Background: an optimization exercise with open tools, aiming at small area. Do not read the settings as production practice. Only simulation tests tie the RTL to the original design; equivalence was not proved. No activity file was given, so power comes from the tool's default toggle rates.

Design sent_tx, start of the top module:
module sent_tx (
  input  logic                  clk,
  input  logic                  rst,
  input  logic                  cfg_vld,     
  input  sent_pkg::sent_cfg_t   cfg,         
  input  logic                  frame_vld,   
  input  sent_pkg::sent_frame_t frame,       
  output logic                  fifo_empty,  
  output logic                  fifo_full,   
  output logic                  sent         
);
For scale: about 4,200 cells after synthesis, about 1,200 flip-flops, about 65 I/O pins.
clock: 10.0 ns
lec_check: 0
abc_area: 1
cap_margin: 20
core_margin: 2
core_utilization: 50
place_density: 0.6
slew_margin: 20
run.sh (not shown) runs the stock make flow with config.mk's settings and CLKGATE_MAP_FILE= SYNTH_SCRIPT=/design/flow/synth_recipe.tcl, a recipe that flattens the netlist after the stock synthesis.
Change:
==> flow/flow/run.sh (new file) <==
#!/bin/bash
# Standard ORFS layout with three changes:
#  - after the standard synthesis, the combinational logic is re-mapped with ABC's
#    area mapper (flip-flops untouched, see remap.tcl);
#  - port buffers use the smallest buffer cell;
#  - the clock tree uses small clock buffers in tight sink clusters, no dummy loads.
set -euo pipefail
R=orfs/results/$FLOW_PLATFORM/sent_tx/base
LIB=$FLOW_HOME/platforms/$FLOW_PLATFORM/lib/sky130_fd_sc_hd__tt_025C_1v80.lib
bash standard.sh synth > standard_synth.log 2>&1
cp $R/1_2_yosys.v standard_1_2_yosys.v
DU=$(sed -n '/^export DONT_USE_CELLS += \\/,/^#/p' $FLOW_HOME/platforms/$FLOW_PLATFORM/config.mk | grep -o 'sky130_fd_sc_hd__[a-z0-9_]*' | sed 's/^/-dont_use /' | tr '\n' ' ')
LIB=$LIB IN=standard_1_2_yosys.v OUT=remapped.v TOP=$FLOW_TOP SCR=flow/nf.scr DU="$DU" \
  yosys -c flow/remap.tcl > remap.log 2>&1
cp remapped.v $R/1_2_yosys.v
touch $R/1_2_yosys.v
CTS="-sink_clustering_enable -repair_clock_nets -dont_use_dummy_load"
CTS="$CTS -buf_list sky130_fd_sc_hd__clkbuf_4 -sink_clustering_size 10 -sink_clustering_max_diameter 40"
bash standard.sh "CTS_ARGS=$CTS" "BUFFER_PORTS_ARGS=-buffer_cell sky130_fd_sc_hd__buf_1" finish > standard_flow.log 2>&1
cp orfs/logs/*/sent_tx/base/*.log . 2>/dev/null || true
==> flow/flow/nf.scr (new file) <==
strash
&get -n
&dch
&nf -a -R 1000
&put
topo
==> flow/flow/remap.tcl (new file) <==
# Re-map the combinational cells of the standard synthesis netlist with ABC's
# area-oriented &nf mapper. Flip-flops and tie cells stay as they are (same
# instances, names and cell types); only the logic between them is re-mapped.
yosys -import
set lib $::env(LIB)
read_liberty -ignore_miss_func -overwrite $lib
read_verilog $::env(IN)
hierarchy -top $::env(TOP)
foreach c [split [string trim [tee -q -s result.string select -list-mod =A:*]] "\n"] { }
set seq {}
foreach m [split [string trim [tee -q -s result.string select -list-mod =*]] "\n"] {
  if {[string match "sky130_fd_sc_hd__*df*" $m] || [string match "sky130_fd_sc_hd__conb*" $m] || [string match "sky130_fd_sc_hd__dl*" $m]} {
    blackbox $m
  }
}
flatten
opt_clean
abc -liberty $lib -script $::env(SCR) {*}$::env(DU)
opt_clean -purge
stat -liberty $lib
write_verilog -noattr $::env(OUT)
==> flow/standard.sh (new file) <==
#!/bin/bash
# synth_recipe.tcl (not shown) runs the flow's synth.tcl, then flattens the netlist and writes it again
# the make line also repeats each setting of config.mk as NAME=value (left out here)
make -C /OpenROAD-flow-scripts/flow DESIGN_CONFIG=/design/flow/config.mk WORK_HOME=/design/flow/orfs CLKGATE_MAP_FILE= SYNTH_SCRIPT=/design/flow/synth_recipe.tcl "${@:-finish}"
Settings changed: CORE_UTILIZATION 50 to 70, PLACE_DENSITY 0.6 to 0.8.
removed: flow/run.sh
Effect: Design area drops by about 13%. Worst hold slack gets better by 0.0058 ns. Power drops by about 27%. Routed wire length drops by about 16%. First-iteration DRC count climbs by 7.3%. Register-to-register slack gets worse by 0.45 ns. Sequential cell count does not change. Synthesized cell count drops by about 38%. Cell count drops by 34%. Via count drops by about 16%. Synthesized area drops by about 8%.

==> port drivers added, routing unchanged <==
No port has a modelled driver above. Below, the same layouts with a new extraction and two added sets of constraints. Step 1 assumes that a clkbuf_16 drives the clock port and a buf_2 every other input. Step 2 moves the port delays by t, midway between the first and last clock arrival at a register: inputs arrive t later, outputs are due t later. That takes back most of the time a late clock gives input paths. Three values: ideal ports, drivers, drivers and shift; two values: the first two.
run	t, ns	setup WS [ns]	worst setup path after step 2	clock arrival spread, ns	pins driven straight from the clock port
the first run	0.728	1.256 / 1.256 / 1.256	register to register	0.039 / 0.038	1
the second run	1.028	0.806 / 0.806 / 0.806	register to register	0.088 / 0.088	1
After both steps setup and hold are still met in every run listed.
